Background: an optimization exercise with open tools, aiming at small area, a short achievable clock period and few clock cycles per item. Do not read the settings as production practice. The RTL was checked by simulation tests, not by an equivalence proof against the original design. Power figures rest on the tool's default switching activity, not on a simulated workload.

## flow/design.v (module list and top-level ports; edited modules follow where they fit)
// module mul_share_arbiter: 3368 lines
// module fa_cell: 5 lines
module mul_share_arbiter #(
    parameter int DATAWIDTH = 64,
    parameter int LATENCY   = 3
) (
    input  logic                   Clk,
    input  logic                   Rst,
    input  logic [3:0]             Req,
    input  logic [4*DATAWIDTH-1:0] A,
    input  logic [4*DATAWIDTH-1:0] B,
    output logic [3:0]             Grant,
    output logic [3:0]             Done,
    output logic [DATAWIDTH-1:0]   Prod,
    output logic                   Busy
);
  // ...
==> flow/run.sh <==
#!/bin/bash
# synth_recipe.tcl (not shown) runs the flow's synth.tcl, then flattens the netlist and writes it again
# the make line also repeats each setting of config.mk as NAME=value (left out here)
make -C /OpenROAD-flow-scripts/flow DESIGN_CONFIG=/design/flow/config.mk WORK_HOME=/design/flow/orfs CLKGATE_MAP_FILE= SYNTH_SCRIPT=/design/flow/synth_recipe.tcl finish
==> flow/config.mk <==
export PLATFORM = sky130hd
export DESIGN_NAME = mul_share_arbiter
export DESIGN_NICKNAME = mul_share_arbiter
export VERILOG_FILES = /design/flow/design.v
export SDC_FILE = /design/flow/constraint.sdc
export NUM_CORES = 4
export LEC_CHECK = 0
export ABC_AREA = 1
export CAP_MARGIN = 20
export CORE_MARGIN = 2
export CORE_UTILIZATION = 40
export SETUP_SLACK_MARGIN = 5
export SLEW_MARGIN = 20
export SYNTH_HIERARCHICAL = 1
==> flow/constraint.sdc <==
create_clock -name core_clock -period 8.5 [get_ports {Clk}]
set_input_delay 1.7000 -clock core_clock [delete_from_list [all_inputs] [get_ports {Clk}]]
set_output_delay 1.7000 -clock core_clock [all_outputs]
set_load 0.01 [all_outputs]
==> reports/results.txt, run 1 <==
Run status: no timing/DRC/antenna violations
Pwr Total: 7.68 mW
Post-synth EDFFs: 0
Sw Share: 22.5%
R2R cell count: 8
Maximum root-to-sink buffer count: 3
Post-CTS setup buffers: 8
Hold buffers post-CTS: 0
Top pwr grp: clock
Wirelength per Cell: 34.6 um
Crit path top cell by count: fa_1
Total Routed Length: 302 mm
Core Region: 152000 um^2
Met3 Track Usage GR: 16.0%
Largest net degree at the start of global routing: 120
Final hold vios: 0
IO Port Bufs: 590
Worst skew pair latency: 730 ps
Commonest non-fill, non-tap cell in the layout: xor2_1
Final worst slack: 4940 ps
# fillers: 14200
Initial antenna violation count: 21
GR Overflow Total: 0
Commonest cells after routing, fill and taps aside: xor2_1 (1065), o22ai_1 (992), fa_1 (908)
Net count, final: 8139
Share of cells above drive strength 1: 6.08%
Antenna violation net count after detailed routing: 0
Residual DRC: 0
GR Util met1: 43.7%
Synth Area in Simple Gates: 8.14%
Non-clock buffers: 730
Area after DPL: 68500 um^2
Clock share of power: 51.8%
Hold Crit Start: neg_r[29]$_DFF_P_
Clock-pin slew on the worst setup and hold paths: 70 ps
GRT Max-Usage Layer: met2
Largest cell class: multi-input combinational cells
YS warnings: 8
Seq area share: 20.5%
P_seq: 3.43 mW
Crit path max-delay family: adder cells
Wire length on met3: 41.2 mm
Testbench counts, summed over its fixed seeds: cycles 1,568, items 1,536.
==> inputs of run 2 (changes only) <==
--- a/flow/config.mk
+++ b/flow/config.mk
@@ -9,5 +9,6 @@
 export CAP_MARGIN = 20
 export CORE_MARGIN = 2
-export CORE_UTILIZATION = 40
+export CORE_UTILIZATION = 60
+export PLACE_DENSITY = 0.7
 export SETUP_SLACK_MARGIN = 5
 export SLEW_MARGIN = 20
==> reports/results.txt, run 2 <==
Run status: no timing/DRC/antenna violations (unchanged)
Setup violations, final: 0 (unchanged)
Critical Path Fanout Max: 21 (was 12)
Vias: 56000 (was 55000)
Final hold vios: 0 (unchanged)
Synth Area in Adders: 31.9% (unchanged)
PD cells: 104 nW/um^2 (was 106 nW/um^2)
GRT Resource Usage Total: 50.7% (was 37.6%)
Slowest CP cell: inv_1 (was fa_1)
IO Count: 591 (unchanged)
Worst skew pair latency: 740 ps (was 730 ps)
Worst setup EP type: register (unchanged)
Die height: 323 um (was 395 um)
Post-synth EDFFs: 0 (unchanged)
Sw Share: 22.1% (was 22.5%)
Synthesized net count: 7845 (unchanged)
Tmin final: 3600 ps (was 3560 ps)
Seq/Total Area, Yosys: 24.2% (unchanged)
Vias in the first global route: 56700 (was 56300)
Post-synth top area share: 29.8% (unchanged)
Clock-pin slew on the worst setup and hold paths: 60 ps (was 70 ps)
IO Port Bufs: 590 (unchanged)
Min-Delay Path Class: register to register (unchanged)
Initial DRC count: 10000 (was 7451)
Wire length of the first global-routing pass: 378 mm (was 416 mm)
DRT Pass-1 Iters: 15 (was 10)
Top flop regs: opa_r x64, prod_r x64 (unchanged)
Synth Area in Compound Gates: 14.0% (unchanged)
Measured slew at the worst slew-check pin: 1300 ps (was 1240 ps)
Max-slew violation count: 0 (unchanged)
Commonest cells after routing, fill and taps aside: xor2_1 (1067), o22ai_1 (994), fa_1 (911) (was xor2_1 (1065), o22ai_1 (992), fa_1 (908))
GR Overflow Total: 0 (unchanged)
Final HPWL DP: 181 mm (was 214 mm)
Largest family of logic cells by synthesized area: adder cells (unchanged)
Unrepaired setup endpoints after global routing: true (was false)
YS warnings: 8 (unchanged)
Top-count cell post-synth: xor2_1 (unchanged)
Clock share of power: 49.9% (was 51.8%)
Net count, final: 8108 (was 8139)
Placed cells: 7861 (was 8530)
Antenna violation net count after detailed routing: 0 (unchanged)
Comb pwr share: 3.5% (about the same)
Critical path cell sequence: inv_1 > o22ai_1 > xor2_1 > fa_1 > fa_1 > fa_1 (was buf_4 > clkinv_1 > o22ai_1 > xor2_1 > fa_1 > fa_1 > fa_1 > fa_1)
Max_slew headroom: 12.8% (was 16.2%)
Die area: 104000 um^2 (was 156000 um^2)
Non-filler instance count after layout: 8025 (was 8721)
Share of cells above drive strength 1: 5.08% (was 6.08%)
Synth Area in Simple Gates: 8.14% (unchanged)
Cell taking the most area after synthesis: fa_1 (unchanged)
Distinct cells, synth: 41 (unchanged)
Startpoint type of the worst setup path: register (unchanged)
Residual DRC: 0 (unchanged)
Die Wd: 323 um (was 395 um)
Fin Setup TNS: 0 ps (unchanged)
Cell leakage power: 36.8 nW (was 37.3 nW)
Crit-path max cell delay: 680 ps (was 500 ps)
Wirelength per Cell: 33.2 um (was 34.6 um)
Net switching power: 1.63 mW (was 1.73 mW)
Ys async rst share: 2.86% (unchanged)
Critical path data arrival time: 4160 ps (was 4140 ps)
Fmax: 277 MHz (was 281 MHz)
Area Overhead vs Synth: 15.6% (was 18.6%)
Avg Cell Area, Syn: 9.68 um^2 (unchanged)
Xor and xnor area share after synthesis: 16.1% (unchanged)
Clk_skew: 59.5 ps (was 34.2 ps)
Maximum VDD drop: 0.000131 V (was 0.000164 V)
Crit path top cell by count: fa_1 (unchanged)
Tcrit/Tclk final: 42.4% (was 41.9%)
Critical Path RT: 9060 ps (was 9080 ps)
# fillers: 7861 (was 14200)
Synth top area cells: fa_1 (30%), dfxtp_1 (23%), xor2_1 (15%) (unchanged)
MaxCap Viol Count: 0 (unchanged)
Commonest non-fill, non-tap cell in the layout: xor2_1 (unchanged)
Starting density of the core: 60.3% (was 40.2%)
Total Routed Length: 266 mm (was 302 mm)
Maximum root-to-sink buffer count: 3 (unchanged)
Top cells by count, synth: xor2_1 (1068), o22ai_1 (995), fa_1 (911), nand2_1 (754), dfxtp_1 (712) (unchanged)
Clock sinks: 733 (unchanged)
Via density: 6.98 (was 6.31)
Rows: 117 (was 143)
CTS root buf: clkbuf_16 (unchanged)
GP Congestion: 1.01 (was 1.04)
CTS HTree Levels: 3 (unchanged)
Mux cell area share after synthesis: 0% (unchanged)
CTS Buf Count: 79 (was 85)
Yosys reg bits: 733 (unchanged)
Crit path kind: register to register (unchanged)
Pint: 5.73 mW (was 5.96 mW)
Synthesized area: 61100 um^2 (unchanged)
Largest net degree at the start of global routing: 65 (was 120)
Initial antenna violation count: 26 (was 21)
Register share of total power: 46.7% (was 44.7%)
CTS tree: yes (unchanged)
Gate Count Post-Synth: 6314 (unchanged)
Core Region: 101000 um^2 (was 152000 um^2)
Most used DFF post-synth: dfxtp_1 (unchanged)
## run 2: cell counts after synthesis
Identical to the previous run, type by type.
## run 2: stage by stage
| step | util, % | instance area [um^2] | power (mW) | setup slack [ps] | hold slack, ps |
|---|---|---|---|---|---|
| 5_1_grt | 69.6 | 70600 | 7.52 | 5000 | 331 |
| 3_5_place_dp | 66.6 | 67600 | 3.76 | 4820 | 312 |
| 2_1_floorplan | - | 61100 | 3.51 | 5360 | 310 |
| 3_3_place_gp | 66.6 | 67600 | 3.76 | 4890 | 311 |
| 4_1_cts | 69.4 | 70400 | 7.36 | 4980 | 326 |
| 6_report | 69.6 | 70700 | 7.36 | 4900 | 320 |
## run 2: metal layers
metal	up-vias	GRT usage, %	part of all wire, %
met5	-	5.83	0.38
met4	42	37.8	10
met3	2068	27.8	17
met2	5606	72.5	41
met1	26500	56.0	32
li1	21700	-	-
## run 2: logic make-up (layout without fill, tap and decap cells)
logic type                 after synthesis  count (layout)
and+or+nand+nor                       1204            1204
DFF                                    733             733
buffers and inverters                  887            1212
other                                    0              18
adders and majority gates             1013            1013
xor gates and xnor gates              1122            1122
AOI/OAI and AO/OA                     1355            1355
## run 2: final timing paths
path                                       end  slack, ps  depth (start not counted)         startpoint
setup / recovery               q1_43_2$_DFF_P_       4900                          6  opa_r[42]$_DFF_P_
hold / removal                a1_r[17]$_DFF_P_        320                          0  opa_r[17]$_DFF_P_
setup reg to reg               q1_43_2$_DFF_P_       4900                          6  opa_r[42]$_DFF_P_
hold reg to reg               a1_r[17]$_DFF_P_        320                          0  opa_r[17]$_DFF_P_
max in group asynchronous  slot_r[3]$_DFF_PN0_       6310                          1                Rst
min in group asynchronous  done_r[2]$_DFF_PN0_       1510                          1                Rst
## run 2: modules after synthesis, one instance, submodules excluded
| module | cell area [um^2] | copies in the design | flip-flops and latches | cells inside |
|---|---|---|---|---|
| fa_cell | 20.0 | 911 | 0 | 1 |
| mul_share_arbiter | 42900 | 1 | 733 | 5403 |
## run 2: cell type report
cell class                 instances  area, um^2  share of cell area [%]
clock buffer                      98        2180                    3.08
inverter                         362        1410                    2.00
clock inverter                    45         557                   0.788
multi-input combinational       4694       42900                    60.7
antenna                           18        45.0                  0.0638
tap                             1368        1710                    2.42
timing repair buffer             707        6990                    9.90
sequential                       733       14800                    21.0
## run 2: critical path, delay by kind of cell, from the launching register on
kind,cells,cell delay [ps]
compound gates,1,250
flops,1,330
buf+inv,1,680
xor+xnor,1,600
fa+ha+maj,3,1570
## run 2: power by group through the flow
stage               registers [mW]  logic, mW  clock network, mW
global route                  3.43      0.265               3.82
finish                        3.43      0.255               3.67
global placement              3.51      0.251                  0
floorplan                     3.51  0.0000518                  0
CTS                           3.43      0.253               3.67
detailed placement            3.51      0.252                  0
## run 2: what timing repair did
item | in CTS | in global routing
setup buffers | 1 | 2
pin swaps | 0 | 0
hold buffers | 0 | 0
gates resized for setup | 28 | 69
setup endpoints to repair | 33 | 68
==> inputs of run 3 (changes only) <==
==> flow/flow/run.sh (new file) <==
#!/bin/bash
set -euo pipefail
cd "$(dirname "$0")/.."
bash standard.sh "BUFFER_PORTS_ARGS=-buffer_cell sky130_fd_sc_hd__buf_1" \
    SETUP_SLACK_MARGIN=5.3 finish > standard.log 2>&1
==> flow/standard.sh (new file) <==
#!/bin/bash
# synth_recipe.tcl (not shown) runs the flow's synth.tcl, then flattens the netlist and writes it again
# the make line also repeats each setting of config.mk as NAME=value (left out here)
make -C /OpenROAD-flow-scripts/flow DESIGN_CONFIG=/design/flow/config.mk WORK_HOME=/design/flow/orfs CLKGATE_MAP_FILE= SYNTH_SCRIPT=/design/flow/synth_recipe.tcl "${@:-finish}"
--- a/flow/config.mk
+++ b/flow/config.mk
@@ -9,6 +9,5 @@
 export CAP_MARGIN = 20
 export CORE_MARGIN = 2
-export CORE_UTILIZATION = 60
-export PLACE_DENSITY = 0.7
+export CORE_UTILIZATION = 40
 export SETUP_SLACK_MARGIN = 5
 export SLEW_MARGIN = 20
removed: flow/run.sh
==> reports/results.txt, run 3 <==
CTS tree: yes (unchanged)
Initial antenna violation count: 16 (was 26)
GRT Resource Usage Total: 37.8% (was 50.7%)
Commonest non-fill, non-tap cell in the layout: xor2_1 (unchanged)
Max-slew violation count: 0 (unchanged)
IO Count: 591 (unchanged)
Top-count cell post-synth: xor2_1 (unchanged)
Setup violations, final: 0 (unchanged)
GR Overflow Total: 0 (unchanged)
R2R cell count: 9 (was 6)
Critical R2R Capture: q1_36_4$_DFF_P_ (was q1_43_2$_DFF_P_)
Starting density of the core: 40.2% (was 60.3%)
CTS root buf: clkbuf_16 (unchanged)
Distinct cells, synth: 41 (unchanged)
Worst setup EP type: register (unchanged)
Measured slew at the worst slew-check pin: 1180 ps (was 1300 ps)
PD cells: 108 nW/um^2 (was 104 nW/um^2)
Maximum VDD drop: 0.000147 V (was 0.000131 V)
Via density: 6.34 (was 6.98)
CTS Buf Count: 86 (was 79)
Top cells by count, synth: xor2_1 (1068), o22ai_1 (995), fa_1 (911), nand2_1 (754), dfxtp_1 (712) (unchanged)
Vias: 55900 (was 56000)
Non-filler instance count after layout: 8818 (was 8025)
Tmin final: 3300 ps (was 3600 ps)
Crit path kind: register to register (unchanged)
GP Congestion: 0.996 (was 1.01)
Cell taking the most area after synthesis: fa_1 (unchanged)
Die Wd: 395 um (was 323 um)
Cell leakage power: 36.7 nW (was 36.8 nW)
Placed cells: 8528 (was 7861)
Core Region: 152000 um^2 (was 101000 um^2)
Synth top area cells: fa_1 (30%), dfxtp_1 (23%), xor2_1 (15%) (unchanged)
Seq/Total Area, Yosys: 24.2% (unchanged)
Net count, final: 8240 (was 8108)
Commonest cells after routing, fill and taps aside: xor2_1 (1059), o22ai_1 (962), fa_1 (893) (was xor2_1 (1067), o22ai_1 (994), fa_1 (911))
Clock-pin slew on the worst setup and hold paths: 60 ps (about the same)
Top flop regs: opa_r x64, prod_r x64 (unchanged)
Initial DRC count: 8133 (was 10000)
Die height: 395 um (was 323 um)
Final hold vios: 0 (unchanged)
Share of cells above drive strength 1: 8.99% (was 5.08%)
Max_slew headroom: 20.9% (was 12.8%)
Die area: 156000 um^2 (was 104000 um^2)
Unrepaired setup endpoints after global routing: true (unchanged)
Avg Cell Area, Syn: 9.68 um^2 (unchanged)
Synthesized area: 61100 um^2 (unchanged)
Clk_skew: 41.7 ps (was 59.5 ps)
Yosys reg bits: 733 (unchanged)
Most used DFF post-synth: dfxtp_1 (unchanged)
Multi-input logic area: 43300 um^2 (was 42900 um^2)
# fillers: 14300 (was 7861)
Tcrit/Tclk final: 38.9% (was 42.4%)
Area Overhead vs Synth: 16.8% (was 15.6%)
Antenna violation net count after detailed routing: 0 (unchanged)
Run status: no timing/DRC/antenna violations (unchanged)
Setup slack, reg-to-reg: 5200 ps (was 4900 ps)
Post-synth EDFFs: 0 (unchanged)
Final HPWL DP: 205 mm (was 181 mm)
RR Startpoint: two_r[5]$_DFF_P_ (was opa_r[42]$_DFF_P_)
Rows: 143 (was 117)
Worst skew pair latency: 710 ps (was 740 ps)
Vias in the first global route: 56800 (was 56700)
CTS HTree Levels: 3 (unchanged)
Wirelength per Cell: 35.0 um (was 33.2 um)
YS warnings: 8 (unchanged)
IO Port Bufs: 590 (unchanged)
Maximum root-to-sink buffer count: 3 (unchanged)
Hold buffers post-CTS: 0 (unchanged)
Gate Count Post-Synth: 6314 (unchanged)
Wire length of the first global-routing pass: 418 mm (was 378 mm)
Ys async rst share: 2.86% (unchanged)
Critical path data arrival time: 3850 ps (was 4160 ps)
Synthesized net count: 7845 (unchanged)
Residual DRC: 0 (unchanged)
Fin Setup TNS: 0 ps (unchanged)
Min-Delay Path Class: register to register (unchanged)
DRT Pass-1 Iters: 11 (was 15)
CP endpoint: q1_36_4$_DFF_P_ (was q1_43_2$_DFF_P_)
Total Routed Length: 308 mm (was 266 mm)
Critical Path RT: 9050 ps (was 9060 ps)
FF/Latch Area: 14900 um^2 (was 14800 um^2)
Critical Path Fanout Max: 30 (was 21)
Clock sinks: 733 (unchanged)
Post-synth top area share: 29.8% (unchanged)
Fmax: 303 MHz (was 277 MHz)
Final Util: 47.0% (was 69.6%)
Startpoint type of the worst setup path: register (unchanged)
Largest net degree at the start of global routing: 119 (was 65)
MaxCap Viol Count: 0 (unchanged)
Crit path from: two_r[5]$_DFF_P_ (was opa_r[42]$_DFF_P_)
==> run 3: changes by cell type in the layout (fill, tap and decap cells not counted), moves of 28 or more <==
cell and change:
clkdlybuf4s50_1 -590, buf_1 +589, buf_12 +57, o22ai_1 -32
o22ai_2 +29, dfxtp_1 -28
==> run 3: final cells by class <==
cell class	count	share of cell area (%)
Tap cell	2030	3.56
Clock buffer	108	3.39
Timing Repair Buffer	822	7.85
Inverter	362	2.38
Sequential cell	733	20.9
Timing Repair inverter	10	0.110
Clock inverter	46	1.03
Multi-Input combinational cell	4694	60.7
Antenna cell	13	0.0456
==> run 3: worst min-delay path by stage <==
stage | start | to | slack [ps] | cells past startpoint
6_report | neg_r[24]$_DFF_P_ | neg1_r[24]$_DFF_P_ | 320 | 0
5_1_grt | q1_1_0$_DFF_P_ | q2_1_0$_DFF_P_ | 330 | 0
4_1_cts | neg_r[28]$_DFF_P_ | neg1_r[28]$_DFF_P_ | 320 | 0
3_5_place_dp | two_r[25]$_DFF_P_ | two1_r[25]$_DFF_P_ | 310 | 0
3_3_place_gp | two_r[22]$_DFF_P_ | two1_r[22]$_DFF_P_ | 310 | 0
2_1_floorplan | neg_r[22]$_DFF_P_ | neg1_r[22]$_DFF_P_ | 310 | 0
==> run 3: cells by family after synthesis <==
family | synth area share, %
AOI/OAI and AO/OA | 14.0
and+or+nand+nor | 8.14
xor gates and xnor gates | 16.1
adders and majority gates | 31.9
buffers and inverters | 5.64
DFF | 24.2
==> run 3: critical path, cell delays in order (launching register included) <==
cell      delay, ps
dfxtp_1         320
clkinv_1        100
buf_12          180
buf_16          260
o22ai_1         190
xor2_1          120
fa_1            460
fa_1            400
fa_1            530
fa_1            430
==> run 3: timing repair <==
action,4_1_cts,5_1_grt
cloned,14,14
gates resized for setup,302,171
endpoints found under the hold margin,0,0
pin swaps,6,19
endpoints found under the setup margin,313,149
buffers inserted,33,62
==> run 3: per-stage QoR <==
step / worst slack (ps) / total power [mW] / cell area [um^2] / hold WS [ps]
floorplan: 5360 / 3.51 / 61100 / 310
global placement: 4430 / 3.63 / 64800 / 312
detailed placement: 4420 / 3.63 / 64800 / 312
CTS: 5210 / 7.75 / 69700 / 324
global route: 5210 / 7.89 / 71300 / 330
finish: 5200 / 7.72 / 71400 / 325
==> run 3: per-layer routing <==
metal	vias up	GRT usage [%]	part of all wire, %
met5	-	0.647	0.11
li1	22000	-	-
met4	18	27.4	9.9
met1	27100	43.3	34
met3	1613	17.8	15
met2	5177	55.1	41
==> run 3: per-module statistics from Yosys, one instance, submodules excluded <==
module,cells inside,flip-flops and latches,area (um^2)
mul_share_arbiter,5403,733,42900
fa_cell,1,0,20.0
==> run 3: power breakdown <==
group	internal, mW	leakage, nW	switching (mW)
Sequential	3.43	6.05	0
Combinational	0.0526	29.2	0.0685
Clock	2.52	1.53	1.65

[static timing again, ports no longer ideal]
In the flow no input, the clock included, has a driving cell. The finished layouts below were timed again as built, in two steps. Step 1, drivers: a clkbuf_16 drives Clk and a buf_2 each remaining input, both assumed. Step 2 moves the port delays by t, midway between the first and last clock arrival at a register: inputs arrive t later, outputs are due t later. That takes back most of the time a late clock gives input paths. a / b / c = ideal / step 1 / step 2; a / b = the first two.
| run | shift t [ns] | slack for setup (ns) | worst setup path at the end | latest minus earliest clock arrival (ns) | worst slew at a driven data input, ns |
|---|---|---|---|---|---|
| run 1 | 0.798 | 4.936 / 4.936 / 4.272 | input to register | 0.035 / 0.036 | 0.25 |
| run 2 | 0.789 | 4.896 / 4.896 / 4.844 | input to register | 0.060 / 0.061 | 0.17 |
| run 3 | 0.777 | 5.197 / 5.197 / 4.930 | input to register | 0.044 / 0.044 | 0.16 |
After both steps setup and hold are still met in every run listed. For run 1, which loses most, drivers alone change the setup slack by 0.000 ns; drivers and shift together by -0.664 ns.
